What follows belongs to an exercise in optimizing a design on an open flow for small area, a short achievable clock period and few clock cycles; a production flow would make more cautious choices. Where RTL was checked, it was by simulation tests only, not by an equivalence proof against the original. The RTL of runs 2 to 4 was laid out without a check of its function. Power figures rest on the tool's default switching activity, not on a simulated workload.

===== flow/design.v =====
`default_nettype none
package cipm_pkg;
  localparam int NUM_CPUS  = 8;
  localparam int NUM_MODES = 4;
  localparam int CPU_IDX_W  = (NUM_CPUS > 1) ? $clog2(NUM_CPUS) : 1;
  localparam int MODE_IDX_W = (NUM_MODES > 1) ? $clog2(NUM_MODES) : 1;
  typedef enum logic [1:0] {
    CMD_ENTER   = 2'd0,
    CMD_EXIT    = 2'd1,
    CMD_DISABLE = 2'd2,
    CMD_ENABLE  = 2'd3
  } cmd_e;
  typedef enum logic [1:0] {
    KIND_PLAIN   = 2'd0,
    KIND_CLUSTER = 2'd1,
    KIND_SYSTEM  = 2'd2,
    KIND_OTHER   = 2'd3
  } kind_e;
  typedef enum logic [2:0] {
    REG_SIBLINGS      = 3'd0,
    REG_ENTRY_ALLOWED = 3'd1,
    REG_RESIDENCY     = 3'd2,
    REG_PSCI_CODE     = 3'd3,
    REG_KIND          = 3'd4,
    REG_ONLINE        = 3'd5,
    REG_CLUSTER_MAP   = 3'd6
  } cfg_reg_e;
  localparam logic [7:0] COUNT_MAX = 8'hFF;
  typedef struct packed {
    logic [31:0] mode_siblings;
    logic [31:0] mode_entry_allowed;
    logic [63:0] mode_residency;
    logic [63:0] mode_psci_code;
    logic [7:0]  mode_kind;
    logic [7:0]  online_mask;
    logic [15:0] cpu_cluster_map;
  } cfg_t;
  typedef struct packed {
    logic [1:0]  cmd;
    logic [2:0]  cpu;
    logic [31:0] base_index;
    logic [15:0] sleep_length;
    logic        cancel;
    logic [1:0]  mode_type;
    logic        system_refused;
  } req_t;
  typedef struct packed {
    logic [31:0] result_index;
    logic [3:0]  entered_modes;
    logic [3:0]  exited_modes;
    logic [7:0]  wake_cpus;
    logic        core_off;
    logic        core_on;
    logic        cluster_off;
    logic        cluster_on;
    logic [1:0]  cluster_number;
    logic        system_enter;
    logic        system_exit;
    logic        exit_cancelled;
  } rsp_t;
endpackage
`default_nettype wire
`default_nettype none
module cipm_cfg_regs (
  input  wire logic        clk,
  input  wire logic        rst,
  input  wire logic        cfg_valid,
  output logic             cfg_ready,
  input  wire logic [2:0]  cfg_index,
  input  wire logic [63:0] cfg_data,
  output cipm_pkg::cfg_t             regs
);
  cipm_pkg::cfg_t regs_next;
  assign cfg_ready = 1'b1;
  always_comb begin
    regs_next = regs;
    if (cfg_valid) begin
      case (cfg_index)
        cipm_pkg::REG_SIBLINGS:      regs_next.mode_siblings      = cfg_data[31:0];
        cipm_pkg::REG_ENTRY_ALLOWED: regs_next.mode_entry_allowed = cfg_data[31:0];
        cipm_pkg::REG_RESIDENCY:     regs_next.mode_residency     = cfg_data;
        cipm_pkg::REG_PSCI_CODE:     regs_next.mode_psci_code     = cfg_data;
        cipm_pkg::REG_KIND:          regs_next.mode_kind          = cfg_data[7:0];
        cipm_pkg::REG_ONLINE:        regs_next.online_mask        = cfg_data[7:0];
        cipm_pkg::REG_CLUSTER_MAP:   regs_next.cpu_cluster_map    = cfg_data[15:0];
        default:           regs_next = regs;
      endcase
    end
  end
  always_ff @(posedge clk) begin
    if (rst) begin
      regs.mode_siblings      <= '0;
      regs.mode_entry_allowed <= '0;
      regs.mode_residency     <= '0;
      regs.mode_psci_code     <= '0;
      regs.mode_kind          <= '0;
      regs.online_mask        <= 8'hFF;
      regs.cpu_cluster_map    <= '0;
    end else begin
      regs <= regs_next;
    end
  end
endmodule
`default_nettype wire
`default_nettype none
module cipm_engine (
  input  wire logic           clk,
  input  wire logic           rst,
  input  wire logic           req_valid,
  output logic                req_ready,
  input  cipm_pkg::req_t      req,
  input  cipm_pkg::cfg_t      regs,
  input  wire logic           res_wr,
  input  wire logic           out_ready,
  output logic                out_valid,
  output cipm_pkg::rsp_t      out_rsp
);
  localparam int NC = cipm_pkg::NUM_CPUS;
  localparam int NM = cipm_pkg::NUM_MODES;
  logic [NC-1:0]          cpu_down;
  logic [NC-1:0][15:0]    cpu_sleep;
  logic [NC-1:0][NM-1:0]  cpu_ge;
  logic [NM-1:0]          mode_down;
  logic [NM-1:0][7:0]     mode_count;
  logic                   rc_busy;
  logic [2:0]             rc_idx;
  logic                   a_valid;
  logic [2:0]             a_cpu;
  logic                   a_enter;
  logic                   a_exit;
  logic [NM-1:0]          a_ge;
  logic [NM-1:0]          a_ent;
  logic [NM-1:0]          a_ext;
  logic [NM-1:0]          a_dis;
  logic [NM-1:0]          a_ena;
  logic [1:0]             a_cluster;
  logic [31:0]            a_base;
  logic                   a_cancel;
  logic [NM-1:0][NC-1:0]  sib;
  logic [NM-1:0][NC-1:0]  need;       
  logic [NM-1:0]          kind_cl;
  logic [NM-1:0]          kind_sys;
  always_comb begin
    for (int m = 0; m < NM; m++) begin
      sib[m]      = regs.mode_siblings[8*m +: NC];
      need[m]     = regs.mode_siblings[8*m +: NC] & regs.online_mask[NC-1:0];
      kind_cl[m]  = (regs.mode_kind[2*m +: 2] == cipm_pkg::KIND_CLUSTER);
      kind_sys[m] = (regs.mode_kind[2*m +: 2] == cipm_pkg::KIND_SYSTEM);
    end
  end
  logic b_free;
  logic a_free;
  logic b_adv;
  logic accept;
  assign b_free    = !out_valid || out_ready;
  assign a_free    = !a_valid || b_free;
  assign b_adv     = a_valid && b_free;
  assign req_ready = a_free && !rc_busy;
  assign accept    = req_valid && req_ready;
  logic [15:0]   cmp_sleep;
  logic [NM-1:0] cmp_ge;
  logic [NM-1:0] in_member;
  logic [NM-1:0] in_allowed;
  logic          in_online;
  logic          in_enter;
  logic          in_exit;
  logic          in_dis;
  logic          in_ena;
  logic [NM-1:0] in_ent;
  logic [NM-1:0] in_ext;
  logic [NM-1:0] in_dis_m;
  logic [NM-1:0] in_ena_m;
  assign cmp_sleep = rc_busy ? cpu_sleep[rc_idx] : req.sleep_length;
  assign in_enter  = (req.cmd == cipm_pkg::CMD_ENTER);
  assign in_exit   = (req.cmd == cipm_pkg::CMD_EXIT);
  assign in_dis    = (req.cmd == cipm_pkg::CMD_DISABLE);
  assign in_ena    = (req.cmd == cipm_pkg::CMD_ENABLE);
  assign in_online = regs.online_mask[req.cpu];
  always_comb begin
    for (int m = 0; m < NM; m++) begin
      cmp_ge[m]     = (cmp_sleep >= regs.mode_residency[16*m +: 16]);
      in_member[m]  = regs.mode_siblings[8*m + req.cpu];
      in_allowed[m] = regs.mode_entry_allowed[8*m + req.cpu];
      in_ent[m]     = in_enter && in_member[m] && in_allowed[m]
                      && (cmp_ge[m] || !in_online)
                      && !(kind_sys[m] && req.system_refused);
      in_ext[m]     = in_exit && in_member[m];
      in_dis_m[m]   = in_dis && in_member[m] && (regs.mode_kind[2*m +: 2] == req.mode_type);
      in_ena_m[m]   = in_ena && in_member[m] && (regs.mode_kind[2*m +: 2] == req.mode_type);
    end
  end
  always_ff @(posedge clk) begin
    if (rst) begin
      a_valid <= 1'b0;
    end else if (a_free) begin
      a_valid <= accept;
    end
  end
  always_ff @(posedge clk) begin
    if (a_free) begin
      a_cpu     <= req.cpu;
      a_enter   <= in_enter;
      a_exit    <= in_exit;
      a_ge      <= cmp_ge;
      a_ent     <= in_ent;
      a_ext     <= in_ext;
      a_dis     <= in_dis_m;
      a_ena     <= in_ena_m;
      a_cluster <= regs.cpu_cluster_map[2*req.cpu +: 2];
      a_base    <= in_enter ? req.base_index : 32'd0;
      a_cancel  <= req.cancel;
    end
  end
  always_ff @(posedge clk) begin
    for (int c = 0; c < NC; c++) begin
      if (accept && in_enter && (req.cpu == c[2:0])) begin
        cpu_sleep[c] <= req.sleep_length;
      end
    end
  end
  logic [NC-1:0]  a_sel;
  logic [NM-1:0]  cnt_zero;
  logic [NM-1:0]  cnt_full;
  logic [NM-1:0]  entered;
  logic [NM-1:0]  exited;
  logic [NM-1:0]  woken;
  logic [NM-1:0]  sib_ok;
  logic [NM-1:0][7:0] count_next;
  cipm_pkg::rsp_t rsp_next;
  always_comb begin
    for (int c = 0; c < NC; c++) a_sel[c] = (a_cpu == c[2:0]);
    for (int m = 0; m < NM; m++) begin
      cnt_zero[m] = (mode_count[m] == 8'd0);
      cnt_full[m] = (mode_count[m] == cipm_pkg::COUNT_MAX);
      sib_ok[m] = 1'b1;
      for (int c = 0; c < NC; c++) begin
        if (need[m][c] && !a_sel[c] && !(cpu_down[c] && cpu_ge[c][m])) sib_ok[m] = 1'b0;
      end
      entered[m] = a_ent[m] && cnt_zero[m] && sib_ok[m];
      exited[m]  = a_ext[m] && mode_down[m];
      woken[m]   = a_dis[m] && cnt_zero[m];
      if (a_dis[m] && !cnt_full[m])      count_next[m] = mode_count[m] + 8'd1;
      else if (a_ena[m] && !cnt_zero[m]) count_next[m] = mode_count[m] - 8'd1;
      else                               count_next[m] = mode_count[m];
    end
    rsp_next = '0;
    rsp_next.result_index   = a_base;
    rsp_next.entered_modes  = entered;
    rsp_next.exited_modes   = exited;
    rsp_next.core_off       = a_enter;
    rsp_next.core_on        = a_exit;
    rsp_next.cluster_number = a_cluster;
    rsp_next.cluster_off    = |(entered & kind_cl);
    rsp_next.system_enter   = |(entered & kind_sys);
    rsp_next.cluster_on     = |(exited & kind_cl);
    rsp_next.system_exit    = |(exited & kind_sys);
    rsp_next.exit_cancelled = |(exited & kind_sys) && a_cancel;
    for (int m = 0; m < NM; m++) begin
      if (entered[m]) rsp_next.result_index[15:0] = rsp_next.result_index[15:0]
                                                    | regs.mode_psci_code[16*m +: 16];
      if (woken[m])   rsp_next.wake_cpus = rsp_next.wake_cpus | need[m];
    end
  end
  always_ff @(posedge clk) begin
    if (rst) begin
      out_valid  <= 1'b0;
      cpu_down   <= '0;
      mode_down  <= '0;
      mode_count <= '0;
    end else begin
      if (b_free) begin
        out_valid <= a_valid;
      end
      if (b_adv) begin
        if (a_enter) cpu_down <= cpu_down | a_sel;
        if (a_exit)  cpu_down <= cpu_down & ~a_sel;
        mode_down  <= (mode_down | entered) & ~exited;
        mode_count <= count_next;
      end
    end
  end
  always_ff @(posedge clk) begin
    if (b_free) begin
      out_rsp <= rsp_next;
    end
  end
  always_ff @(posedge clk) begin
    if (rst) begin
      rc_busy <= 1'b0;
      rc_idx  <= '0;
    end else if (res_wr) begin
      rc_busy <= 1'b1;
      rc_idx  <= '0;
    end else if (rc_busy) begin
      rc_busy <= (rc_idx != 3'(NC - 1));
      rc_idx  <= rc_idx + 3'd1;
    end
  end
  always_ff @(posedge clk) begin
    for (int c = 0; c < NC; c++) begin
      if (rc_busy && (rc_idx == c[2:0])) begin
        cpu_ge[c] <= cmp_ge;
      end else if (b_adv && a_enter && a_sel[c]) begin
        cpu_ge[c] <= a_ge;
      end
    end
  end
endmodule
`default_nettype wire
`default_nettype none
module cpu_idle_power_mode_controller (
  input  wire logic        clk,
  input  wire logic        rst,
  input  wire logic        req_valid,
  output logic             req_ready,
  input  wire logic [1:0]  req_cmd,
  input  wire logic [2:0]  req_cpu,
  input  wire logic [31:0] req_base_index,
  input  wire logic [15:0] req_sleep_length,
  input  wire logic        req_cancel,
  input  wire logic [1:0]  req_mode_type,
  input  wire logic        req_system_refused,
  output logic             rsp_valid,
  input  wire logic        rsp_ready,
  output logic [31:0]      rsp_result_index,
  output logic [3:0]       rsp_entered_modes,
  output logic [3:0]       rsp_exited_modes,
  output logic [7:0]       rsp_wake_cpus,
  output logic             rsp_core_off,
  output logic             rsp_core_on,
  output logic             rsp_cluster_off,
  output logic             rsp_cluster_on,
  output logic [1:0]       rsp_cluster_number,
  output logic             rsp_system_enter,
  output logic             rsp_system_exit,
  output logic             rsp_exit_cancelled,
  input  wire logic        cfg_valid,
  output logic             cfg_ready,
  input  wire logic [2:0]  cfg_index,
  input  wire logic [63:0] cfg_data
);
  cipm_pkg::cfg_t regs;
  cipm_pkg::req_t req;
  logic out_valid;
  cipm_pkg::rsp_t out_rsp;
  logic res_wr;
  assign req.cmd            = req_cmd;
  assign req.cpu            = req_cpu;
  assign req.base_index     = req_base_index;
  assign req.sleep_length   = req_sleep_length;
  assign req.cancel         = req_cancel;
  assign req.mode_type      = req_mode_type;
  assign req.system_refused = req_system_refused;
  assign res_wr = cfg_valid && (cfg_index == cipm_pkg::REG_RESIDENCY);
  cipm_cfg_regs u_cfg_regs (
    .clk       (clk),
    .rst       (rst),
    .cfg_valid (cfg_valid),
    .cfg_ready (cfg_ready),
    .cfg_index (cfg_index),
    .cfg_data  (cfg_data),
    .regs      (regs)
  );
  cipm_engine u_engine (
    .clk       (clk),
    .rst       (rst),
    .req_valid (req_valid),
    .req_ready (req_ready),
    .req       (req),
    .regs      (regs),
    .res_wr    (res_wr),
    .out_ready (rsp_ready),
    .out_valid (out_valid),
    .out_rsp   (out_rsp)
  );
  assign rsp_valid          = out_valid;
  assign rsp_result_index   = out_rsp.result_index;
  assign rsp_entered_modes  = out_rsp.entered_modes;
  assign rsp_exited_modes   = out_rsp.exited_modes;
  assign rsp_wake_cpus      = out_rsp.wake_cpus;
  assign rsp_core_off       = out_rsp.core_off;
  assign rsp_core_on        = out_rsp.core_on;
  assign rsp_cluster_off    = out_rsp.cluster_off;
  assign rsp_cluster_on     = out_rsp.cluster_on;
  assign rsp_cluster_number = out_rsp.cluster_number;
  assign rsp_system_enter   = out_rsp.system_enter;
  assign rsp_system_exit    = out_rsp.system_exit;
  assign rsp_exit_cancelled = out_rsp.exit_cancelled;
endmodule
`default_nettype wire

===== flow/run.sh =====
#!/bin/bash
# synth_recipe.tcl (not shown) runs the flow's synth.tcl, then flattens the netlist and writes it again
# the make line also repeats each setting of config.mk as NAME=value (left out here)
make -C /OpenROAD-flow-scripts/flow DESIGN_CONFIG=/design/flow/config.mk WORK_HOME=/design/flow/orfs CLKGATE_MAP_FILE= SYNTH_SCRIPT=/design/flow/synth_recipe.tcl finish

===== flow/config.mk =====
export PLATFORM = sky130hd
export DESIGN_NAME = cpu_idle_power_mode_controller
export DESIGN_NICKNAME = cpu_idle_power_mode_controller
export VERILOG_FILES = /design/flow/design.v
export SDC_FILE = /design/flow/constraint.sdc
export NUM_CORES = 4
export LEC_CHECK = 0
export CAP_MARGIN = 20
export CORE_MARGIN = 2
export CORE_UTILIZATION = 40
export SLEW_MARGIN = 20

===== flow/constraint.sdc =====
create_clock -name core_clock -period 5.5 [get_ports {clk}]
set_input_delay 1.1000 -clock core_clock [delete_from_list [all_inputs] [get_ports {clk}]]
set_output_delay 1.1000 -clock core_clock [all_outputs]
set_load 0.01 [all_outputs]

==> results of run 1 <==
[where the power goes]
group / leakage, nW / internal, mW / switching, mW
clock: 0.904 / 2.24 / 1.63
combinational: 4.26 / 0.290 / 0.418
sequential: 5.03 / 4.41 / 0.0733
[how the worst min path moves through the flow]
stage / startpoint / end / slack (ns) / depth (start not counted)
floorplan: u_engine.a_cluster[0] / u_engine.out_rsp[3] / 0.40 / 0
global placement: u_engine.a_base[21] / u_engine.out_rsp[46] / 0.40 / 0
detailed placement: u_engine.a_base[27] / u_engine.out_rsp[52] / 0.40 / 0
CTS: u_engine.a_base[27] / u_engine.out_rsp[52] / 0.42 / 0
global route: u_engine.a_base[25] / u_engine.out_rsp[50] / 0.42 / 0
finish: u_engine.a_base[25] / u_engine.out_rsp[50] / 0.42 / 0
[flip-flops by register name, summed over array words and instances (netlist names), 2 cells and up, named ones only]
name / cells
u_cfg_regs.regs: 224
u_engine.a_base: 32
u_engine.a_cluster: 2
u_engine.a_cpu: 3
u_engine.a_dis: 4
u_engine.a_ena: 4
u_engine.a_ent: 4
u_engine.a_ext: 4
u_engine.a_ge: 4
u_engine.cpu_ge: 32
u_engine.cpu_sleep: 128
u_engine.mode_count: 32
u_engine.mode_down: 4
u_engine.out_rsp: 57
u_engine.rc_idx: 3
[placed cells by master, fill, tap and decap left out, types with 56 or more instances in the layout]
| master | Yosys | final |
|---|---|---|
| nor2_1 | 103 | 100 |
| clkdlybuf4s50_1 | 0 | 185 |
| a21oi_1 | 281 | 280 |
| inv_1 | 85 | 83 |
| edfxtp_1 | 277 | 277 |
| ha_1 | 94 | 94 |
| clkbuf_16 | 0 | 60 |
| dfxtp_1 | 274 | 273 |
| o21ai_0 | 59 | 56 |
| nand2_1 | 610 | 608 |
[layer usage]
metal	vias up	GRT usage [%]	wire (µm)
met1	9124	32.1	32600
met2	646	37.4	34800
met4	0	8.28	2510
li1	8725	-	-
met5	-	0	0
met3	128	3.38	4720
[worst max-delay path: cells and delay by family (launching register included)]
kind,cells,cell delay [ns]
flip-flops,1,0.97
multiplexers,1,0.38
AND/OR/NAND/NOR,1,0.06
adder cells (fa/ha/maj),1,0.38
AO/OA/AOI/OAI,7,2.34
[cell families after synthesis]
group / share of synthesized area [%]
AND/OR/NAND/NOR: 16.1
flip-flops: 56.4
AO/OA/AOI/OAI: 11.5
buffers and inverters: 3.44
adder cells (fa/ha/maj): 5.13
multiplexers: 6.13
XOR/XNOR: 1.32
other: 0.0153
[cell type report]
type | instances | area (µm²) | share of cell area (%)
timing repair buffer | 224 | 2180 | 7.51
clock buffer | 85 | 1630 | 5.59
multi-input combinational | 1621 | 9920 | 34.1
tap | 782 | 978 | 3.36
inverter | 86 | 323 | 1.11
clock inverter | 25 | 244 | 0.839
sequential | 551 | 13800 | 47.5
[through the flow]
| step | cell area, µm² | std cells | hold WS, ns |
|---|---|---|---|
| 6_report | 29100 | 3374 | 0.419 |
| 5_1_grt | 29100 | 3374 | 0.423 |
| 4_1_cts | 29000 | 3372 | 0.419 |
| 3_5_place_dp | 27200 | 3262 | 0.405 |
| 3_3_place_gp | 27200 | 3262 | 0.402 |
| 2_1_floorplan | 24500 | 2383 | 0.400 |
==> flow_summary.rst, run 1 <==
.. list-table::
   :header-rows: 1

   * - Metric
     - Value
   * - Outcome
     - no timing/DRC/antenna violations
   * - Area share of the leading cell type in the synthesized netlist
     - 34.0%
   * - Fmax
     - between 200 and 250 MHz
   * - Minimum clock period after layout
     - 4.43 ns
   * - Data arrival time of the critical path
     - between 4 and 5 ns
   * - Kind of critical path
     - flop to flop
   * - Final Max Tran Viols
     - 0
   * - Max stage delay cell, worst path
     - dfxtp_2
   * - # hold bufs at CTS
     - 0
   * - Setup-failing EPs final
     - 0
   * - Post-CTS setup buffer count
     - 0
   * - Combined area of all synthesized cells
     - approximately 24000 µm²
   * - Cell at the root of the clock tree
     - clkbuf_16
   * - Part of the Yosys area used for sequential elements
     - 56.4%
   * - Critical path's largest stage delay
     - 0.97 ns
   * - Post-synth net total
     - 2610
   * - Average via count per standard cell
     - 5.52
   * - Peak ir drop on the vdd network
     - 269 µV
   * - Final nets
     - 2770
   * - Final Routed Wirelength
     - 74600 µm
   * - Site Rows
     - 90
   * - Post-layout util
     - about half
   * - Startpoint types
     - flop
   * - Maximum number of pins on one net before global-route repair
     - 210
   * - Async SR Flop Fraction
     - 0%
   * - Cell count after synthesis
     - between 2k and 2.5k
   * - Iteration-0 DRC count of the detailed router
     - 1758
   * - Vias in the first global route
     - 18.1k
   * - Number of synthesized flops with an enable pin
     - 277
   * - Gr ovfl total
     - 0
   * - Fillers
     - 5500
   * - Horiz. Die Dim
     - around 250 µm
   * - Worst clock skew
     - 0.0164 ns
   * - Pre-CTS WS
     - between 0.7 and 0.8 ns
   * - Crit path required time
     - 5.82 ns
   * - Number of flip-flops and latches in the synthesized netlist
     - 551
   * - Minimum setup slack in the final design
     - 1.07 ns
   * - Via count
     - 18.6k
   * - Number of antenna violations at the first check in global routing
     - 0
   * - Endpoint type of the worst setup path
     - flop
   * - Setup TNS Final
     - 0 ns
   * - Top cell type by total area after synthesis
     - edfxtp_1
   * - Drt pass-1 iters
     - 8
   * - Startpoint of the most critical register-to-register path
     - u_engine.rc_idx[0]
   * - Total clock sinks
     - about 550
   * - Count of instances resized after the clock tree is built
     - 0
   * - Core region area
     - 60500 µm²
   * - Quantity of I/O buffers inserted on ports
     - 187
   * - Deepest clock path buffer count
     - 3
   * - Syn-to-layout area delta
     - 18.8%
   * - Most repeated library cell on the critical path
     - a2111oi_0
   * - Antenna-violating nets left
     - 0
   * - Max-cap check violation count
     - 0
   * - TritonCTS clock tree
     - yes
   * - Slew at the pin closest to its max-slew limit
     - 1.21 ns
   * - Yosys synthesis warning count
     - 2
   * - GPL Wtd Cong
     - 0.961
   * - Clock Latency Late Sink
     - 0.62 ns
   * - Endpoint of the most critical setup path
     - u_engine.a_ent[0]
   * - Ys flop type
     - edfxtp_1
   * - Global-route usage over all layers
     - 23.3%
   * - First element of the critical path
     - u_engine.rc_idx[0]
   * - H-tree levels
     - 2
   * - Worst-case register-to-register setup slack
     - 1.07 ns
   * - Unique cell type count in the Yosys netlist
     - between 50 and 60
   * - Cell-by-cell listing of the critical path
     - mux4_2 > nand2_1 > a31oi_1 > ha_1 > a21o_1 > a21oi_1 > o21ai_0 > a2111oi_0 > o21a_1 > a2111oi_0
   * - Cell leakage power
     - 10.2 nW
   * - Full die area
     - 63200 µm²
   * - Fin crit share
     - 80.6%
   * - Initial Util
     - about two fifths
   * - Number of CTS-inserted buffers
     - 59
   * - Area contributors post-synth
     - edfxtp_1 34%, dfxtp_1 22%, nand2_1 9.4%
   * - Half-perimeter wire length of the detailed placement result
     - 52600 µm
   * - Worst Reg-to-Reg Cells
     - 10
   * - Antenna diode instance count
     - 0
   * - Number of I/O pins
     - 189
   * - Post-synth top cells
     - 610 x nand2_1, 281 x a21oi_1, 277 x edfxtp_1
   * - Proportion of layout cells with a drive suffix above 1
     - 7.79%
   * - Post-DR wirelength/cell
     - 22.1 µm
   * - Max FO, Critical Path
     - 27
   * - Slew margin rel.
     - approximately a fifth
   * - Endpoint of the most critical register-to-register path
     - u_engine.a_ent[0]
   * - DRC Markers
     - 0
   * - Most common cell in the netlist
     - nand2_1
   * - First-pass GRT wire length
     - 111000 µm
   * - RSZ-0062 raised after global routing
     - false
   * - Clock slew at reported path FFs
     - 0.06 ns
   * - Overall power after layout
     - approximately 9.1 mW
   * - Post-synthesis area per instance
     - 10.3 µm²
   * - Y dimension of the die
     - 251 µm
   * - Min-delay worst type
     - flop to flop
   * - PD cells
     - 311 nW/µm²
   * - Final hold vios
     - 0
Testbench counts, summed over its fixed seeds: cycles 21,318.
==> run 2: changes to the inputs <==
--- a/flow/design.v
+++ b/flow/design.v
@@ -58,6 +58,19 @@
     logic        system_exit;
     logic        exit_cancelled;
   } rsp_t;
+  function automatic logic ge16(input logic [15:0] a, input logic [15:0] b);
+    logic [15:0] gt;
+    logic [15:0] eq;
+    gt = a & ~b;
+    eq = ~(a ^ b);
+    for (int w = 1; w < 16; w = w * 2) begin
+      for (int i = 0; i < 16; i = i + 2 * w) begin
+        gt[i] = gt[i + w] | (eq[i + w] & gt[i]);
+        eq[i] = eq[i + w] & eq[i];
+      end
+    end
+    ge16 = gt[0] | eq[0];
+  endfunction
 endpackage
 `default_nettype wire
 `default_nettype none
@@ -70,35 +83,25 @@
   input  wire logic [63:0] cfg_data,
   output cipm_pkg::cfg_t             regs
 );
-  cipm_pkg::cfg_t regs_next;
+  logic [63:0] wdata;    
+  logic [7:0]  wdata_on;   
+  logic [6:0]  we;
   assign cfg_ready = 1'b1;
+  assign wdata     = rst ? 64'd0 : cfg_data;
+  assign wdata_on  = rst ? 8'hFF : cfg_data[7:0];
   always_comb begin
-    regs_next = regs;
-    if (cfg_valid) begin
-      case (cfg_index)
-        cipm_pkg::REG_SIBLINGS:      regs_next.mode_siblings      = cfg_data[31:0];
-        cipm_pkg::REG_ENTRY_ALLOWED: regs_next.mode_entry_allowed = cfg_data[31:0];
-        cipm_pkg::REG_RESIDENCY:     regs_next.mode_residency     = cfg_data;
-        cipm_pkg::REG_PSCI_CODE:     regs_next.mode_psci_code     = cfg_data;
-        cipm_pkg::REG_KIND:          regs_next.mode_kind          = cfg_data[7:0];
-        cipm_pkg::REG_ONLINE:        regs_next.online_mask        = cfg_data[7:0];
-        cipm_pkg::REG_CLUSTER_MAP:   regs_next.cpu_cluster_map    = cfg_data[15:0];
-        default:           regs_next = regs;
-      endcase
+    for (int i = 0; i < 7; i++) begin
+      we[i] = rst || (cfg_valid && (cfg_index == 3'(i)));
     end
   end
   always_ff @(posedge clk) begin
-    if (rst) begin
-      regs.mode_siblings      <= '0;
-      regs.mode_entry_allowed <= '0;
-      regs.mode_residency     <= '0;
-      regs.mode_psci_code     <= '0;
-      regs.mode_kind          <= '0;
-      regs.online_mask        <= 8'hFF;
-      regs.cpu_cluster_map    <= '0;
-    end else begin
-      regs <= regs_next;
-    end
+    if (we[cipm_pkg::REG_SIBLINGS])      regs.mode_siblings      <= wdata[31:0];
+    if (we[cipm_pkg::REG_ENTRY_ALLOWED]) regs.mode_entry_allowed <= wdata[31:0];
+    if (we[cipm_pkg::REG_RESIDENCY])     regs.mode_residency     <= wdata;
+    if (we[cipm_pkg::REG_PSCI_CODE])     regs.mode_psci_code     <= wdata;
+    if (we[cipm_pkg::REG_KIND])          regs.mode_kind          <= wdata[7:0];
+    if (we[cipm_pkg::REG_ONLINE])        regs.online_mask        <= wdata_on;
+    if (we[cipm_pkg::REG_CLUSTER_MAP])   regs.cpu_cluster_map    <= wdata[15:0];
   end
 endmodule
 `default_nettype wire
@@ -123,7 +126,11 @@
   logic [NM-1:0]          mode_down;
   logic [NM-1:0][7:0]     mode_count;
   logic                   rc_busy;
+  logic                   rc_load;    
+  logic                   rc_cmp;     
   logic [2:0]             rc_idx;
+  logic [2:0]             rc_widx;
+  logic [15:0]            rc_sleep;
   logic                   a_valid;
   logic [2:0]             a_cpu;
   logic                   a_enter;
@@ -170,7 +177,7 @@
   logic [NM-1:0] in_ext;
   logic [NM-1:0] in_dis_m;
   logic [NM-1:0] in_ena_m;
-  assign cmp_sleep = rc_busy ? cpu_sleep[rc_idx] : req.sleep_length;
+  assign cmp_sleep = rc_cmp ? rc_sleep : req.sleep_length;
   assign in_enter  = (req.cmd == cipm_pkg::CMD_ENTER);
   assign in_exit   = (req.cmd == cipm_pkg::CMD_EXIT);
   assign in_dis    = (req.cmd == cipm_pkg::CMD_DISABLE);
@@ -178,7 +185,7 @@
   assign in_online = regs.online_mask[req.cpu];
   always_comb begin
     for (int m = 0; m < NM; m++) begin
-      cmp_ge[m]     = (cmp_sleep >= regs.mode_residency[16*m +: 16]);
+      cmp_ge[m]     = cipm_pkg::ge16(cmp_sleep, regs.mode_residency[16*m +: 16]);
       in_member[m]  = regs.mode_siblings[8*m + req.cpu];
       in_allowed[m] = regs.mode_entry_allowed[8*m + req.cpu];
       in_ent[m]     = in_enter && in_member[m] && in_allowed[m]
@@ -284,21 +291,31 @@
       out_rsp <= rsp_next;
     end
   end
+  assign rc_busy = rc_load || rc_cmp;
   always_ff @(posedge clk) begin
     if (rst) begin
-      rc_busy <= 1'b0;
+      rc_load <= 1'b0;
+      rc_cmp  <= 1'b0;
       rc_idx  <= '0;
     end else if (res_wr) begin
-      rc_busy <= 1'b1;
+      rc_load <= 1'b1;
+      rc_cmp  <= 1'b0;
       rc_idx  <= '0;
-    end else if (rc_busy) begin
-      rc_busy <= (rc_idx != 3'(NC - 1));
-      rc_idx  <= rc_idx + 3'd1;
+    end else begin
+      rc_cmp <= rc_load;
+      if (rc_load) begin
+        rc_load <= (rc_idx != 3'(NC - 1));
+        rc_idx  <= rc_idx + 3'd1;
+      end
     end
   end
   always_ff @(posedge clk) begin
+    rc_sleep <= cpu_sleep[rc_idx];
+    rc_widx  <= rc_idx;
+  end
+  always_ff @(posedge clk) begin
     for (int c = 0; c < NC; c++) begin
-      if (rc_busy && (rc_idx == c[2:0])) begin
+      if (rc_cmp && (rc_widx == c[2:0])) begin
         cpu_ge[c] <= cmp_ge;
       end else if (b_adv && a_enter && a_sel[c]) begin
         cpu_ge[c] <= a_ge;
--- a/flow/config.mk
+++ b/flow/config.mk
@@ -5,7 +5,9 @@
 export SDC_FILE = /design/flow/constraint.sdc
 export NUM_CORES = 4
 export LEC_CHECK = 0
+export ABC_CLOCK_PERIOD_IN_PS = 2500
 export CAP_MARGIN = 20
 export CORE_MARGIN = 2
 export CORE_UTILIZATION = 40
+export SETUP_SLACK_MARGIN = 2.8
 export SLEW_MARGIN = 20
==> flow_summary.rst, run 2 <==
.. list-table::
   :header-rows: 1

   * - Metric
     - Value
   * - Maximum number of pins on one net before global-route repair
     - 69
   * - Startpoint types
     - primary input
   * - Fin crit share
     - 49.9%
   * - Cell at the root of the clock tree
     - clkbuf_16
   * - Layer with the highest usage after global routing
     - met2
   * - Peak ir drop on the vdd network
     - 244 µV
   * - Met3 usage
     - 3.49%
   * - Clock slew at reported path FFs
     - 0.06 ns
   * - Post-DR wirelength/cell
     - 24.4 µm
   * - Outcome
     - no timing/DRC/antenna violations
   * - Max FO, Critical Path
     - 3
   * - Average via count per standard cell
     - 5.53
   * - First-pass GRT wire length
     - 97900 µm
   * - Post-synth net total
     - 1902
   * - Proportion of layout cells with a drive suffix above 1
     - 20.5%
   * - Gr ovfl total
     - 0
   * - Slew margin rel.
     - roughly 25%
   * - Data arrival time of the critical path
     - 1.64 ns
   * - DRC Markers
     - 0
   * - Total clock sinks
     - 571
   * - Post-synthesis area per instance
     - 14.6 µm²
   * - Quantity of I/O buffers inserted on ports
     - 187
   * - Final instance area
     - 30600 µm²
   * - Y dimension of the die
     - 252 µm
   * - Final Routed Wirelength
     - 67300 µm
   * - End of the worst hold path
     - u_engine.out_rsp[56]
   * - Cell leakage power
     - about 11 nW
   * - Site Rows
     - 90
   * - Final Max Tran Viols
     - 0
   * - Number of CTS-inserted buffers
     - 58
   * - Iteration-0 DRC count of the detailed router
     - around 1.4k
   * - Launch instance of the worst min-delay path
     - u_engine.a_base[31]
   * - Kind of critical path
     - primary input to primary output
   * - Vias in the first global route
     - 15.3k
   * - Overall power after layout
     - 10.3 mW
   * - GR met1 Demand/Resource
     - 28.4%
   * - Final nets
     - 2147
   * - Via count
     - 15.3k
   * - Post-synth top cells
     - 501 x edfxtp_1, 102 x nand2_1, 94 x inv_1
   * - Worst Reg-to-Reg Cells
     - 11
   * - GPL Wtd Cong
     - between 0.9 and 1
   * - Minimum setup slack in the final design
     - ~2.8 ns
   * - Worst hold path stage count
     - 0
   * - Total cell area at the placement stage
     - 27800 µm²
   * - Pre-CTS WS
     - 1.33 ns
   * - Antenna-violating nets left
     - 0
   * - Worst clock skew
     - 0.0516 ns
   * - Part of the Yosys area used for sequential elements
     - 66.9%
   * - Largest registers in the final layout
     - u_cfg_regs.regs: 224 flops, u_engine.cpu_sleep: 128 flops, u_engine.out_rsp: 57 flops
   * - H-tree levels
     - 2
   * - Full die area
     - 63400 µm²
   * - Number of I/O pins
     - 189
   * - Fmax
     - 365 MHz
   * - Register name with the most flops
     - u_cfg_regs.regs
   * - Most common library cell in the layout ignoring fill and taps
     - edfxtp_1
   * - Top library cells by usage in the layout, fill and taps aside
     - 501 x edfxtp_1, 162 x clkdlybuf4s50_1, 97 x nand2_1
   * - PD cells
     - 336 nW/µm²
   * - RSZ-0062 raised after global routing
     - true
   * - Half-perimeter wire length of the detailed placement result
     - 46000 µm
   * - Number of synthesized flops with an enable pin
     - 501
   * - Setup TNS Final
     - 0 ns
   * - Horiz. Die Dim
     - 252 µm
   * - Number of antenna violations at the first check in global routing
     - 5
   * - Initial Util
     - a little over 40%
   * - Ys flop type
     - edfxtp_1
   * - Endpoint type of the worst setup path
     - primary output
   * - Max-cap check violation count
     - 0
   * - Met2 demand-to-capacity share in global routing
     - 34.4%
   * - Fillers
     - 5111
   * - Core region area
     - ~61000 µm²
   * - Endpoint of the most critical register-to-register path
     - u_engine.cpu_ge[3]
   * - Final hold vios
     - 0
   * - Combined area of all synthesized cells
     - 24600 µm²
   * - Deepest clock path buffer count
     - 3
   * - Min-delay worst type
     - flop to flop
   * - Startpoint of the most critical register-to-register path
     - u_engine.rc_cmp
   * - Number of flip-flops under the largest register name
     - roughly 220
   * - Unique cell type count in the Yosys netlist
     - 60
   * - TritonCTS clock tree
     - yes
   * - Crit path required time
     - 4.40 ns
   * - Number of flip-flops and latches in the synthesized netlist
     - 571
   * - Area contributors post-synth
     - edfxtp_1 61%, dfxtp_1 5.7%, mux4_2 4.9%
   * - Minimum clock period after layout
     - between 2 and 3 ns
   * - Cell count after synthesis
     - 1679
   * - Slew at the pin closest to its max-slew limit
     - 1.13 ns
   * - Drt pass-1 iters
     - 5
   * - Most common cell in the netlist
     - edfxtp_1
   * - Setup-failing EPs final
     - 0
   * - Global-route usage over all layers
     - 20.9%
   * - Async SR Flop Fraction
     - 0%
   * - Clock Latency Late Sink
     - 0.65 ns
   * - First element of the critical path
     - rsp_ready
   * - Top cell type by total area after synthesis
     - edfxtp_1
   * - Syn-to-layout area delta
     - 24.6%
   * - Area share of the leading cell type in the synthesized netlist
     - 61.2%
   * - Worst-case register-to-register setup slack
     - 2.80 ns
   * - Yosys synthesis warning count
     - 2
## run 2: changes by cell type in the layout (fill, tap and decap cells not counted), moves of 48 or more
cell / delta
a21oi_1: -225
dfxtp_1: -205
edfxtp_1: +224
nand2_1: -511
nor2b_1: +57
o21ai_0: -48
## run 2: how the worst max path moves through the flow
stage | end | depth (start not counted)
floorplan | u_engine.cpu_ge[0] | 6
global placement | u_engine.cpu_ge[18] | 10
detailed placement | u_engine.a_ent[3] | 9
CTS | req_ready | 4
global route | u_engine.a_ent[0] | 10
finish | req_ready | 4
## run 2: critical path: stages
cell and delay [ns]:
buf_8 0.10, nor2b_4 0.17, a211oi_2 0.10, buf_4 0.17
## run 2: final cells by class
cell class	instances	area (µm²)	share of cell area, %
multi-input combinational	948	8360	27.3
sequential	571	16500	53.7
tap	782	978	3.19
clock inverter	38	464	1.52
inverter	95	360	1.18
clock buffer	71	1530	5.00
antenna	4	10.0	0.0327
timing repair buffer	250	2480	8.10
## run 2: logic make-up after synthesis
family                   Yosys count  synth area share [%]
buffers and inverters            160                  2.59
flip-flops                       571                  66.9
XOR/XNOR                          37                  1.32
other                              1                0.0153
adder cells (fa/ha/maj)           94                  4.91
AO/OA/AOI/OAI                    234                  6.29
AND/OR/NAND/NOR                  451                  9.62
multiplexers                     131                  8.34
## run 2: where the power goes
group / internal (mW) / total (mW) / switching [mW]
clock: 2.37 / 4.11 / 1.73
sequential: 4.99 / 5.12 / 0.136
combinational: 0.484 / 1.06 / 0.573
## run 2: routing by layer
| metal | part of all wire (%) | vias to the layer above | routed length (µm) |
|---|---|---|---|
| met2 | 48 | 568 | 32000 |
| met5 | 0 | - | 0 |
| met4 | 3.2 | 0 | 2130 |
| li1 | - | 6861 | - |
| met1 | 43 | 7697 | 28800 |
| met3 | 6.4 | 127 | 4300 |
## run 2: timing repair
action / 4_1_cts / 5_1_grt
hold endpoints to repair: 0 / 0
setup buffers: 26 / 8
pin swaps: 25 / 34
hold buffers: 0 / 0
resized for setup: 126 / 63
endpoints found under the setup margin: 314 / 90
## run 2: through the flow
step	cells	util, %	hold WS (ns)
4_1_cts	2746	49.9	0.419
5_1_grt	2755	50.5	0.425
3_5_place_dp	2611	45.9	0.405
6_report	2759	50.6	0.419
3_3_place_gp	2611	45.9	0.401
2_1_floorplan	1679	-	0.353
==> run 3: changes to the inputs <==
--- a/flow/config.mk
+++ b/flow/config.mk
@@ -5,9 +5,9 @@
 export SDC_FILE = /design/flow/constraint.sdc
 export NUM_CORES = 4
 export LEC_CHECK = 0
-export ABC_CLOCK_PERIOD_IN_PS = 2500
 export CAP_MARGIN = 20
 export CORE_MARGIN = 2
-export CORE_UTILIZATION = 40
-export SETUP_SLACK_MARGIN = 2.8
+export CORE_UTILIZATION = 55
+export CTS_BUF_LIST = sky130_fd_sc_hd__clkbuf_4 sky130_fd_sc_hd__clkbuf_8
+export SETUP_SLACK_MARGIN = 3.3
 export SLEW_MARGIN = 20
==> flow_summary.rst, run 3 <==
.. list-table::
   :header-rows: 1

   * - Metric
     - Value
   * - Outcome
     - no timing/DRC/antenna violations
   * - Non-filler cells, final
     - 2727
   * - Async SR Flop Fraction
     - 0%
   * - Endpoint type of the worst setup path
     - flop
   * - Top cell type by total area after synthesis
     - edfxtp_1
   * - Kind of critical path
     - flop to flop
   * - Cell leakage power
     - 12.0 nW
   * - Syn-to-layout area delta
     - 30.0%
   * - Number of placed instances, taps included
     - 2416
   * - PD cells
     - 308 nW/µm²
   * - Drt pass-1 iters
     - 6
   * - Number of CTS-inserted buffers
     - 95
   * - Antenna diode instance count
     - 0
   * - Horiz. Die Dim
     - 215 µm
   * - Max stage delay cell, worst path
     - mux2_4
   * - Max-cap check violation count
     - 0
   * - H-tree levels
     - 3
   * - # hold bufs at CTS
     - 0
   * - Gr ovfl total
     - 0
   * - Max FO, Critical Path
     - 6
   * - Number of I/O pins
     - about 190
   * - Minimum clock period after layout
     - around 2.7 ns
   * - Post-layout util
     - 72.4%
   * - Half-perimeter wire length of the detailed placement result
     - around 43000 µm
   * - Y dimension of the die
     - 215 µm
   * - Part of the Yosys area used for sequential elements
     - approximately two thirds
   * - Slew margin rel.
     - 23.5%
   * - Peak ir drop on the vdd network
     - 223 µV
   * - Worst-case register-to-register setup slack
     - 2.76 ns
   * - Cell at the root of the clock tree
     - clkbuf_8
   * - Post-DR wirelength/cell
     - between 20 and 30 µm
   * - Slew at the pin closest to its max-slew limit
     - 1.14 ns
   * - Global-route usage over all layers
     - roughly 29%
   * - Fin crit share
     - around 50%
   * - Largest registers in the final layout
     - u_cfg_regs.regs: 224 flops, u_engine.cpu_sleep: 128 flops, u_engine.out_rsp: 57 flops
   * - Crit path required time
     - 5.92 ns
   * - Post-synthesis area per instance
     - 14.6 µm²
   * - Min-delay worst type
     - flop to flop
   * - Core region area
     - 44100 µm²
   * - Area share of the leading cell type in the synthesized netlist
     - roughly three fifths
   * - Total clock sinks
     - between 500 and 600
   * - Initial Util
     - 55.7%
   * - Total cell area at the placement stage
     - 27500 µm²
   * - Startpoint types
     - flop
   * - Clock slew at reported path FFs
     - 0.06 ns
   * - Register name with the most flops
     - u_cfg_regs.regs
   * - Via count
     - 16.1k
   * - Minimum setup slack in the final design
     - 2.76 ns
   * - Final Max Tran Viols
     - 0
   * - Post-synth net total
     - 1902
   * - Quantity of I/O buffers inserted on ports
     - ~190
   * - Unique cell type count in the Yosys netlist
     - 60
   * - RSZ-0062 raised after global routing
     - true
   * - Minimum hold slack
     - 0.420 ns
   * - Iteration-0 DRC count of the detailed router
     - roughly 1.6k
   * - First-pass GRT wire length
     - 97900 µm
   * - Proportion of layout cells with a drive suffix above 1
     - between 30% and 40%
   * - Number of synthesized flops with an enable pin
     - between 500 and 600
   * - Cell-by-cell listing of the critical path
     - buf_12 > buf_12 > mux2_4 > ha_4 > a21oi_2 > nand2_1 > a211oi_2 > a21oi_2 > o22ai_4 > inv_2 > mux2_2
   * - Final hold vios
     - 0
   * - Fillers
     - 2943
   * - Critical path's largest stage delay
     - 0.37 ns
   * - Combined area of all synthesized cells
     - 24600 µm²
   * - Site Rows
     - 77
   * - Final nets
     - ~2.3k
   * - Top library cells by usage in the layout, fill and taps aside
     - 501 x edfxtp_1, 105 x clkdlybuf4s50_1, 98 x clkbuf_8
   * - Clock Latency Late Sink
     - 0.68 ns
   * - Most common library cell in the layout ignoring fill and taps
     - edfxtp_1
   * - Number of antenna violations at the first check in global routing
     - 4
   * - Vias in the first global route
     - approximately 16k
   * - Deepest clock path buffer count
     - 3
   * - Setup-failing EPs final
     - 0
   * - Overall power after layout
     - 9.84 mW
   * - Average via count per standard cell
     - 5.89
   * - Setup TNS Final
     - 0 ns
   * - Final instance area
     - 31900 µm²
   * - TritonCTS clock tree
     - yes
   * - Yosys synthesis warning count
     - 2
   * - Fmax
     - approximately 370 MHz
   * - Antenna-violating nets left
     - 0
   * - Area contributors post-synth
     - edfxtp_1 61%, dfxtp_1 5.7%, mux4_2 4.9%
   * - Pre-CTS WS
     - about 1.4 ns
   * - Number of flip-flops under the largest register name
     - 224
   * - Maximum number of pins on one net before global-route repair
     - roughly 70
   * - Ys flop type
     - edfxtp_1
   * - Final Routed Wirelength
     - 68200 µm
   * - DRC Markers
     - 0
   * - Full die area
     - 46400 µm²
   * - Number of flip-flops and latches in the synthesized netlist
     - approximately 570
   * - Data arrival time of the critical path
     - 3.15 ns
   * - Post-synth top cells
     - 501 x edfxtp_1, 102 x nand2_1, 94 x inv_1
   * - GPL Wtd Cong
     - 0.961
   * - Most common cell in the netlist
     - edfxtp_1
   * - Worst clock skew
     - 0.0237 ns
   * - Cell count after synthesis
     - between 1.5k and 2k
run 3: report_power, final:
| group | internal [mW] | switching, mW |
|---|---|---|
| logic | 0.538 | 0.611 |
| clock network | 1.91 | 1.66 |
| registers | 4.98 | 0.138 |
run 3: final timing paths:
path                            start              endpoint  cells past startpoint
setup / recovery      u_engine.rc_cmp   u_engine.cpu_ge[18]                     11
hold reg to reg   u_engine.a_base[18]  u_engine.out_rsp[43]                      0
setup reg to reg      u_engine.rc_cmp   u_engine.cpu_ge[18]                     11
hold / removal    u_engine.a_base[18]  u_engine.out_rsp[43]                      0
run 3: layer usage:
layer | track usage [%] | share of wire (%) | vias up
met5 | 0 | 0.019 | -
met4 | 9.24 | 2.8 | 2
met3 | 5.34 | 6.7 | 119
met2 | 46.7 | 49 | 655
met1 | 39.9 | 41 | 8130
li1 | - | - | 7169
run 3: cell families after synthesis:
logic type	count (synthesis)	share of synthesized area, %
flops	571	66.9
simple gates	451	9.62
compound gates	234	6.29
buf+inv	160	2.59
mux	131	8.34
fa+ha+maj	94	4.91
xor+xnor	37	1.32
other cells	1	0.0153
run 3: critical path, delay by kind of cell, from the launching register on:
family	cells	cell delay [ns]
adder cells (fa/ha/maj)	1	0.24
flip-flops	1	0.36
buffers and inverters	3	0.36
multiplexers	2	0.64
AND/OR/NAND/NOR	1	0.08
AO/OA/AOI/OAI	4	0.81
run 3: final cells by class:
| class | instances | area, µm² | area share [%] |
|---|---|---|---|
| flip-flops and latches | 571 | 16500 | 51.8 |
| repair buffers | 346 | 3350 | 10.5 |
| multi-input cells | 951 | 9140 | 28.6 |
| clock inverters | 37 | 190 | 0.595 |
| inverters | 95 | 362 | 1.13 |
| well taps | 592 | 741 | 2.32 |
| clock buffers | 135 | 1630 | 5.09 |
run 3: repair_timing:
item                                    in CTS  in global routing
endpoints found under the setup margin     536                400
pin swaps                                   89                 98
setup buffers                               82                 43
cloned                                      13                  1
resized for setup                          527                162
==> run 4: changes to the inputs <==
==> flow/flow/run.sh (new file) <==
#!/bin/bash
# Layout flow: the standard flow, with the port buffers of buffer_ports made from
# sky130_fd_sc_hd__buf_1 instead of the cell buffer_ports picks by itself. The synthesis is the
# standard one, unchanged. Each step's full output goes to a log of its own in this folder.
set -euo pipefail
bash standard.sh synth > synth.log 2>&1
export BUFFER_PORTS_ARGS="-buffer_cell sky130_fd_sc_hd__buf_1"
bash standard.sh floorplan > floorplan.log 2>&1
bash standard.sh place > place.log 2>&1
bash standard.sh cts > cts.log 2>&1
bash standard.sh route > route.log 2>&1
bash standard.sh finish > finish.log 2>&1
==> flow/standard.sh (new file) <==
#!/bin/bash
# synth_recipe.tcl (not shown) runs the flow's synth.tcl, then flattens the netlist and writes it again
# the make line also repeats each setting of config.mk as NAME=value (left out here)
make -C /OpenROAD-flow-scripts/flow DESIGN_CONFIG=/design/flow/config.mk WORK_HOME=/design/flow/orfs CLKGATE_MAP_FILE= SYNTH_SCRIPT=/design/flow/synth_recipe.tcl "${@:-finish}"
--- a/flow/config.mk
+++ b/flow/config.mk
@@ -8,6 +8,7 @@
 export CAP_MARGIN = 20
 export CORE_MARGIN = 2
 export CORE_UTILIZATION = 55
-export CTS_BUF_LIST = sky130_fd_sc_hd__clkbuf_4 sky130_fd_sc_hd__clkbuf_8
-export SETUP_SLACK_MARGIN = 3.3
+export CTS_CLUSTER_DIAMETER = 80
+export CTS_CLUSTER_SIZE = 25
+export SETUP_SLACK_MARGIN = 2.8
 export SLEW_MARGIN = 20
removed: flow/run.sh
==> flow_summary.rst, run 4 <==
.. list-table::
   :header-rows: 1

   * - Metric
     - Value
   * - Critical path's largest stage delay
     - 0.33 ns
   * - Drt pass-1 iters
     - 6
   * - Slew margin rel.
     - 24.5%
   * - Number of placed instances, taps included
     - 2413
   * - Part of the Yosys area used for sequential elements
     - 66.9%
   * - Most common library cell in the layout ignoring fill and taps
     - edfxtp_1
   * - Half-perimeter wire length of the detailed placement result
     - 41700 µm
   * - Antenna-violating nets left
     - 0
   * - Setup-failing EPs final
     - 0
   * - Clock slew at reported path FFs
     - 0.08 ns
   * - Deepest clock path buffer count
     - 3
   * - Worst clock skew
     - 0.0232 ns
   * - Endpoint type of the worst setup path
     - flop
   * - Cell count after synthesis
     - 1679
   * - Non-filler cells, final
     - about 2.5k
   * - Global-route usage over all layers
     - 26.5%
   * - Data arrival time of the critical path
     - 3.10 ns
   * - Number of I/O pins
     - 189
   * - Register name with the most flops
     - u_cfg_regs.regs
   * - Startpoint types
     - primary input
   * - Cell at the root of the clock tree
     - clkbuf_16
   * - Yosys synthesis warning count
     - 2
   * - Quantity of I/O buffers inserted on ports
     - 187
   * - Pre-CTS WS
     - ~1.7 ns
   * - Number of CTS-inserted buffers
     - 34
   * - Outcome
     - no timing/DRC/antenna violations
   * - Max stage delay cell, worst path
     - a211oi_2
   * - Crit path required time
     - roughly 5.8 ns
   * - RSZ-0062 raised after global routing
     - true
   * - DRC Markers
     - 0
   * - Core region area
     - 44100 µm²
   * - Layer with the highest usage after global routing
     - met2
   * - Minimum setup slack in the final design
     - 2.71 ns
   * - Kind of critical path
     - primary input to flop
   * - Fin crit share
     - 50.7%
   * - Initial Util
     - approximately 56%
   * - Clock Latency Late Sink
     - 0.58 ns
   * - H-tree levels
     - 2
   * - Number of flip-flops and latches in the synthesized netlist
     - 571
   * - Number of antenna violations at the first check in global routing
     - 4
   * - TritonCTS clock tree
     - yes
   * - # hold bufs at CTS
     - 0
   * - GR met1 Demand/Resource
     - 35.7%
   * - Cell-by-cell listing of the critical path
     - buf_12 > mux2_4 > ha_4 > a21oi_2 > nand2_1 > a211oi_2 > a21oi_2 > o22ai_4 > inv_2 > mux2_2
   * - Met3 usage
     - 5.12%
   * - Met2 demand-to-capacity share in global routing
     - 43.2%
   * - Final Max Tran Viols
     - 0
   * - Via count
     - between 10k and 15k
   * - Overall power after layout
     - 8.92 mW
   * - Setup TNS Final
     - 0 ns
   * - Average via count per standard cell
     - 5.94
   * - Ys flop type
     - edfxtp_1
   * - Async SR Flop Fraction
     - 0%
   * - Top cell type by total area after synthesis
     - edfxtp_1
   * - Max-cap check violation count
     - 0
   * - Iteration-0 DRC count of the detailed router
     - around 1.3k
   * - Maximum number of pins on one net before global-route repair
     - approximately 120
   * - Slew at the pin closest to its max-slew limit
     - between 1 and 1.5 ns
   * - Final nets
     - roughly 2.1k
   * - Y dimension of the die
     - around 220 µm
   * - Crit-path leading delay family
     - compound AO/OA/AOI/OAI gates
   * - Unique cell type count in the Yosys netlist
     - 60
   * - Full die area
     - 46400 µm²
   * - Final Routed Wirelength
     - 61500 µm
   * - Minimum hold slack
     - 0.425 ns
   * - Min-delay worst type
     - flop to flop
   * - Proportion of layout cells with a drive suffix above 1
     - 18.4%
   * - Most repeated library cell on the critical path
     - a21oi_2
   * - Area share of the leading cell type in the synthesized netlist
     - 61.2%
   * - Area contributors post-synth
     - edfxtp_1 61%, dfxtp_1 5.7%, mux4_2 4.9%
   * - Most common cell in the netlist
     - edfxtp_1
   * - Site Rows
     - 77
   * - Gr ovfl total
     - 0
   * - Combined area of all synthesized cells
     - about 25000 µm²
   * - PD cells
     - 314 nW/µm²
   * - Number of synthesized flops with an enable pin
     - 501
   * - Top library cells by usage in the layout, fill and taps aside
     - 501 x edfxtp_1, 169 x buf_1, 97 x nand2_1
   * - Number of flip-flops under the largest register name
     - 224
   * - Minimum clock period after layout
     - 2.79 ns
   * - Horiz. Die Dim
     - ~220 µm
   * - Peak ir drop on the vdd network
     - 337 µV
   * - Buffers & Inverters on Critical Path
     - 2
   * - Total clock sinks
     - 571
   * - Largest registers in the final layout
     - u_cfg_regs.regs: 224 flops, u_engine.cpu_sleep: 128 flops, u_engine.out_rsp: 57 flops
   * - First-pass GRT wire length
     - 90600 µm
   * - Antenna diode instance count
     - 0
   * - Max FO, Critical Path
     - 5
   * - Post-synthesis area per instance
     - 14.6 µm²
   * - Vias in the first global route
     - 14.8k
   * - GPL Wtd Cong
     - slightly above 0.9
   * - Final hold vios
     - 0
   * - Fmax
     - around 360 MHz
   * - Post-synth top cells
     - 501 x edfxtp_1, 102 x nand2_1, 94 x inv_1
   * - Syn-to-layout area delta
     - 15.5%
   * - Post-DR wirelength/cell
     - 24.6 µm
   * - Cell leakage power
     - 9.99 nW
   * - Post-synth net total
     - 1902
run 4: worst reg2reg max path, stage by stage, from the launching register on:
cell and delay, ns:
dfxtp_4 0.38, buf_12 0.16, mux2_4 0.38, ha_4 0.26
o211ai_1 0.22, a21oi_2 0.06, o31ai_2 0.28, a21oi_2 0.13
o22ai_4 0.19, buf_6 0.14, inv_4 0.04, mux2_2 0.25
run 4: kinds of logic (layout without fill, tap and decap cells):
kind of cell    after synthesis  after routing  synth area share, %
compound gates              234            234                 6.29
xor+xnor                     37             37                 1.32
flops                       571            571                 66.9
mux                         131            131                 8.34
other cells                   1              1               0.0153
buf+inv                     160            389                 2.59
simple gates                451            451                 9.62
fa+ha+maj                    94             94                 4.91
run 4: worst paths after layout:
path / start / end / slack, ns / cells past startpoint
max reg2reg: u_engine.rc_cmp / u_engine.cpu_ge[19] / 2.77 / 11
min: u_engine.a_base[26] / u_engine.out_rsp[51] / 0.43 / 0
min reg2reg: u_engine.a_base[26] / u_engine.out_rsp[51] / 0.43 / 0
max: req_sleep_length[10] / u_engine.cpu_ge[16] / 2.71 / 10
run 4: power by group:
part | internal (mW) | leakage [nW] | switching, mW | total [mW]
clock network | 1.37 | 0.541 | 1.48 | 2.84
registers | 4.98 | 5.57 | 0.132 | 5.11
logic | 0.402 | 3.87 | 0.563 | 0.965
run 4: area by class of cell:
type | count | area [µm²]
fill | 3355 | 15700
timing repair buffer | 235 | 1290
clock inverter | 17 | 208
multi-input combinational | 948 | 8380
inverter | 95 | 363
sequential | 571 | 16500
clock buffer | 42 | 945
tap | 592 | 741
run 4: timing repair:
action | 4_1_cts | 5_1_grt
endpoints found under the setup margin | 93 | 105
cloned | 0 | 0
setup buffers | 14 | 14
gates resized for setup | 76 | 69
pin swaps | 27 | 33
run 4: stage by stage:
step,instance area [µm²],util [%]
after detailed placement,26300,59.7
after global placement,26300,59.7
final,28400,64.3
after global routing,28400,64.3
after floorplan,25000,-
after CTS,27900,63.3
run 4: routing by layer:
metal  routed length, µm  part of all wire (%)  up-vias
met4                2290                   3.7        2
met3                4050                   6.6      120
met5                  11                 0.018        -
met2               29800                    49      522
li1                    -                     -     6755
met1               25300                    41     7446
==> run 5: changes to the inputs <==
--- a/flow/design.v
+++ b/flow/design.v
@@ -125,10 +125,12 @@
   logic [NC-1:0][NM-1:0]  cpu_ge;
   logic [NM-1:0]          mode_down;
   logic [NM-1:0][7:0]     mode_count;
-  logic                   rc_busy;
+  logic                   rc_busy;    
   logic                   rc_load;    
   logic                   rc_cmp;     
+  logic                   rc_wr;      
   logic [2:0]             rc_idx;
+  logic [2:0]             rc_cidx;
   logic [2:0]             rc_widx;
   logic [15:0]            rc_sleep;
   logic                   a_valid;
@@ -159,11 +161,19 @@
   logic a_free;
   logic b_adv;
   logic accept;
+  logic both_full;
   assign b_free    = !out_valid || out_ready;
   assign a_free    = !a_valid || b_free;
   assign b_adv     = a_valid && b_free;
-  assign req_ready = a_free && !rc_busy;
+  assign req_ready = !rc_busy && (out_ready || !both_full);
   assign accept    = req_valid && req_ready;
+  always_ff @(posedge clk) begin
+    if (rst) begin
+      both_full <= 1'b0;
+    end else begin
+      both_full <= (a_free ? accept : a_valid) && (b_free ? a_valid : out_valid);
+    end
+  end
   logic [15:0]   cmp_sleep;
   logic [NM-1:0] cmp_ge;
   logic [NM-1:0] in_member;
@@ -291,18 +301,23 @@
       out_rsp <= rsp_next;
     end
   end
-  assign rc_busy = rc_load || rc_cmp;
   always_ff @(posedge clk) begin
     if (rst) begin
+      rc_busy <= 1'b0;
       rc_load <= 1'b0;
       rc_cmp  <= 1'b0;
+      rc_wr   <= 1'b0;
       rc_idx  <= '0;
     end else if (res_wr) begin
+      rc_busy <= 1'b1;
       rc_load <= 1'b1;
       rc_cmp  <= 1'b0;
+      rc_wr   <= 1'b0;
       rc_idx  <= '0;
     end else begin
+      rc_busy <= rc_load;
       rc_cmp <= rc_load;
+      rc_wr  <= rc_cmp;
       if (rc_load) begin
         rc_load <= (rc_idx != 3'(NC - 1));
         rc_idx  <= rc_idx + 3'd1;
@@ -311,13 +326,12 @@
   end
   always_ff @(posedge clk) begin
     rc_sleep <= cpu_sleep[rc_idx];
-    rc_widx  <= rc_idx;
+    rc_cidx  <= rc_idx;
+    rc_widx  <= rc_cidx;
   end
   always_ff @(posedge clk) begin
     for (int c = 0; c < NC; c++) begin
-      if (rc_cmp && (rc_widx == c[2:0])) begin
-        cpu_ge[c] <= cmp_ge;
-      end else if (b_adv && a_enter && a_sel[c]) begin
+      if ((rc_wr && (rc_widx == c[2:0])) || (b_adv && a_enter && a_sel[c])) begin
         cpu_ge[c] <= a_ge;
       end
     end
--- a/flow/config.mk
+++ b/flow/config.mk
@@ -7,8 +7,8 @@
 export LEC_CHECK = 0
 export CAP_MARGIN = 20
 export CORE_MARGIN = 2
-export CORE_UTILIZATION = 55
+export CORE_UTILIZATION = 65
 export CTS_CLUSTER_DIAMETER = 80
 export CTS_CLUSTER_SIZE = 25
-export SETUP_SLACK_MARGIN = 2.8
+export SETUP_SLACK_MARGIN = 3.0
 export SLEW_MARGIN = 20
==> flow_summary.rst, run 5 <==
.. list-table::
   :header-rows: 1

   * - Metric
     - Value
   * - Outcome
     - no timing/DRC/antenna violations
   * - Cell-by-cell listing of the critical path
     - buf_12 > inv_12 > a21oi_4 > buf_6
   * - Part of the power in the clock network
     - 29.3%
   * - Area share of the leading cell type in the synthesized netlist
     - 61.6%
   * - Max-cap check violation count
     - 0
   * - Critical path's largest stage delay
     - between 0.1 and 0.15 ns
   * - Iteration-0 DRC count of the detailed router
     - 1434
   * - Quantity of I/O buffers inserted on ports
     - 187
   * - Cell leakage power
     - 9.87 nW
   * - Minimum setup slack in the final design
     - 2.91 ns
   * - Slew at the pin closest to its max-slew limit
     - 1.24 ns
   * - Final Routed Wirelength
     - 59500 µm
   * - Yosys synthesis warning count
     - 2
   * - Largest registers in the final layout
     - u_cfg_regs.regs: 224 flops, u_engine.cpu_sleep: 128 flops, u_engine.out_rsp: 57 flops
   * - Buffers & Inverters on Critical Path
     - 3
   * - Ys flop type
     - edfxtp_1
   * - Antenna diode instance count
     - 0
   * - Proportion of layout cells with a drive suffix above 1
     - about 18%
   * - RSZ-0062 raised after global routing
     - true
   * - Fmax
     - 386 MHz
   * - Average via count per standard cell
     - ~6.3
   * - Global-route usage over all layers
     - between 30% and 40%
   * - Antenna-violating nets left
     - 0
   * - PD cells
     - a little over 300 nW/µm²
   * - Total clock sinks
     - slightly below 600
   * - Minimum clock period after layout
     - roughly 2.6 ns
   * - Crit-path leading delay family
     - buffers and inverters
   * - GPL Wtd Cong
     - 0.928
   * - Site Rows
     - 70
   * - Clock slew at reported path FFs
     - 0.09 ns
   * - Setup TNS Final
     - 0 ns
   * - DRC Markers
     - 0
   * - Number of CTS-inserted buffers
     - 29
   * - Peak ir drop on the vdd network
     - between 200 and 300 µV
   * - Max FO, Critical Path
     - 2
   * - Post-synthesis area per instance
     - roughly 15 µm²
   * - Async SR Flop Fraction
     - 0%
   * - Number of synthesized flops with an enable pin
     - 501
   * - Max stage delay cell, worst path
     - a21oi_4
   * - Cell at the root of the clock tree
     - clkbuf_16
   * - Internal Dissipation
     - 6.48 mW
   * - Drt pass-1 iters
     - 7
   * - Logic pwr share
     - 10.1%
   * - Slew margin rel.
     - 17.2%
   * - Half-perimeter wire length of the detailed placement result
     - 40000 µm
   * - Core region area
     - 36800 µm²
   * - Y dimension of the die
     - 198 µm
   * - Register name with the most flops
     - u_cfg_regs.regs
   * - TritonCTS clock tree
     - yes
   * - Endpoint type of the worst setup path
     - primary output
   * - Final hold vios
     - 0
   * - Number of flip-flops and latches in the synthesized netlist
     - 577
   * - Min-delay worst type
     - flop to flop
   * - Cell count after synthesis
     - 1614
   * - Pre-CTS WS
     - between 1.5 and 2 ns
   * - Kind of critical path
     - primary input to primary output
   * - Horiz. Die Dim
     - 198 µm
   * - Via count
     - 14.6k
   * - Top cell type by total area after synthesis
     - edfxtp_1
   * - Most common cell in the netlist
     - edfxtp_1
   * - Part of the Yosys area used for sequential elements
     - 67.9%
   * - Vias in the first global route
     - 14.3k
   * - Most common library cell in the layout ignoring fill and taps
     - edfxtp_1
   * - Unique cell type count in the Yosys netlist
     - slightly below 60
   * - Gr ovfl total
     - 0
   * - Area contributors post-synth
     - edfxtp_1 62%, dfxtp_1 6.2%, mux4_2 5.0%
   * - Fin crit share
     - a little under half
   * - Syn-to-layout area delta
     - 13.8%
   * - Clock Latency Late Sink
     - about 0.6 ns
   * - Top library cells by usage in the layout, fill and taps aside
     - 501 x edfxtp_1, 170 x buf_1, 87 x nand2_1
   * - Fraction of power spent switching nets
     - 23.8%
   * - Post-synth top cells
     - 501 x edfxtp_1, 93 x nand2_1, 90 x ha_1
   * - Maximum number of pins on one net before global-route repair
     - 65
   * - Number of antenna violations at the first check in global routing
     - 1
   * - Combined area of all synthesized cells
     - 24400 µm²
   * - Final nets
     - approximately 2.0k
   * - Final Max Tran Viols
     - 0
   * - Deepest clock path buffer count
     - 3
   * - Initial Util
     - about two thirds
   * - Number of flip-flops under the largest register name
     - between 200 and 250
   * - Number of I/O pins
     - 189
   * - Worst clock skew
     - 0.0207 ns
   * - Post-DR wirelength/cell
     - ~26 µm
   * - Psw
     - 2.03 mW
   * - Post-synth net total
     - 1837
   * - Full die area
     - ~40000 µm²
   * - Data arrival time of the critical path
     - 1.49 ns
   * - Minimum hold slack
     - 0.340 ns
   * - Setup-failing EPs final
     - 0
   * - Crit path required time
     - between 4 and 5 ns
   * - Startpoint types
     - primary input
   * - First-pass GRT wire length
     - 85800 µm
   * - H-tree levels
     - 1
   * - Sequential share of power
     - 60.6%
[run 5: changes by cell type in the layout (fill, tap and decap cells not counted), sizes merged, moves of 7 or more]
| cell | before | now |
|---|---|---|
| a222oi | 5 | 16 |
| mux2 | 51 | 39 |
| nand2 | 102 | 94 |
| o221a | 0 | 7 |
| nand3 | 50 | 35 |
| o21ai | 32 | 12 |
| clkbuf | 44 | 53 |
| a21o | 12 | 20 |
| buf | 233 | 226 |
| a31oi | 9 | 1 |
| inv | 97 | 85 |
| nor3b | 7 | 0 |
| a22oi | 31 | 20 |
[run 5: per-layer routing]
metal,track usage (%),wire (µm)
met2,51.8,30500
met1,40.4,23300
met3,3.95,3810
met4,8.80,1920
met5,0,0
[run 5: cell families after synthesis]
group / Yosys count / share of synthesized area (%)
XOR/XNOR: 37 / 1.33
multiplexers: 115 / 7.68
buffers and inverters: 146 / 2.50
AND/OR/NAND/NOR: 433 / 9.43
adder cells (fa/ha/maj): 94 / 4.94
flip-flops: 577 / 67.9
other: 1 / 0.0154
AO/OA/AOI/OAI: 211 / 6.22
[run 5: final cells by class]
type | count | area [µm²]
clock buffer | 45 | 827
clock inverter | 9 | 118
fill | 2233 | 9000
inverter | 84 | 339
multi-input combinational | 892 | 8080
sequential | 577 | 16600
tap | 468 | 586
timing repair buffer | 234 | 1230
timing repair inverter | 1 | 5.00
[run 5: worst reg2reg max path, stage by stage (launching register included)]
cell,delay [ns]
dfxtp_4,0.40
nand4_1,0.16
o21ai_4,0.36
ha_4,0.27
a21oi_4,0.14
o211ai_1,0.16
o41ai_2,0.44
xnor2_1,0.23
a21o_1,0.16
a21oi_1,0.05
[run 5: worst paths after layout]
kind	from	to	slack [ns]	cells after the start
max	rsp_ready	req_ready	2.91	4
min	u_engine.rc_cidx[1]	u_engine.rc_widx[1]	0.34	0
max reg2reg	u_engine.mode_count[8]	u_engine.mode_count[15]	2.98	9
min reg2reg	u_engine.rc_cidx[1]	u_engine.rc_widx[1]	0.34	0
[run 5: repair_timing]
| action | 4_1_cts | 5_1_grt |
|---|---|---|
| hold buffers | 0 | 0 |
| pin swaps | 14 | 49 |
| setup endpoints to repair | 396 | 233 |
| gates resized for setup | 60 | 85 |
| gates cloned | 0 | 2 |
| endpoints found under the hold margin | 0 | 0 |
| setup buffers | 15 | 16 |
[run 5: stage by stage]
stage / utilization, % / power (mW) / std cells / area (µm²)
after floorplan: - / 5.69 / 1614 / 24800
after global placement: 70.3 / 5.98 / 2222 / 25900
after detailed placement: 70.4 / 6.01 / 2223 / 25900
after CTS: 74.0 / 8.46 / 2292 / 27200
after global routing: 75.5 / 8.76 / 2310 / 27800
final: 75.5 / 8.51 / 2310 / 27800
[run 5: power groups by stage]
stage / clock, mW / sequential [mW] / combinational, mW
after CTS: 2.51 / 5.16 / 0.790
after global routing: 2.65 / 5.18 / 0.926
after floorplan: 0 / 5.21 / 0.483
after global placement: 0 / 5.25 / 0.729
final: 2.49 / 5.16 / 0.857
after detailed placement: 0 / 5.26 / 0.755
Testbench counts of run 5, summed over its fixed seeds: cycles 21,366.

separate check: timing with driven ports:
In the flow no input, the clock included, has a driving cell. The finished layouts below were timed again as built, in two steps. Step 1: set_driving_cell puts a clkbuf_16 on clk and a buf_2 on each other input, an assumption about the parent block. Step 2 moves the port delays by t, midway between the first and last clock arrival at a register: inputs arrive t later, outputs are due t later. That takes back most of the time a late clock gives input paths. Slacks: ideal / step 1 / step 2; pairs: ideal / step 1.
run	t (ns)	setup WS [ns]	latest minus earliest clock arrival (ns)	cell pins on the clock port's net
run 1	0.671	1.068 / 1.068 / 0.703	0.018 / 0.019	1
run 2	0.686	2.757 / 2.714 / 2.108	0.052 / 0.051	1
run 3	0.722	2.763 / 2.763 / 2.105	0.024 / 0.024	1
run 4	0.627	2.713 / 2.721 / 2.095	0.026 / 0.025	1
run 5	0.661	2.908 / 2.846 / 2.334	0.021 / 0.021	1
After both steps setup and hold are still met in every run listed. The setup slack of run 3, which loses most, moves by 0.000 ns with the drivers and by -0.658 ns with both steps.
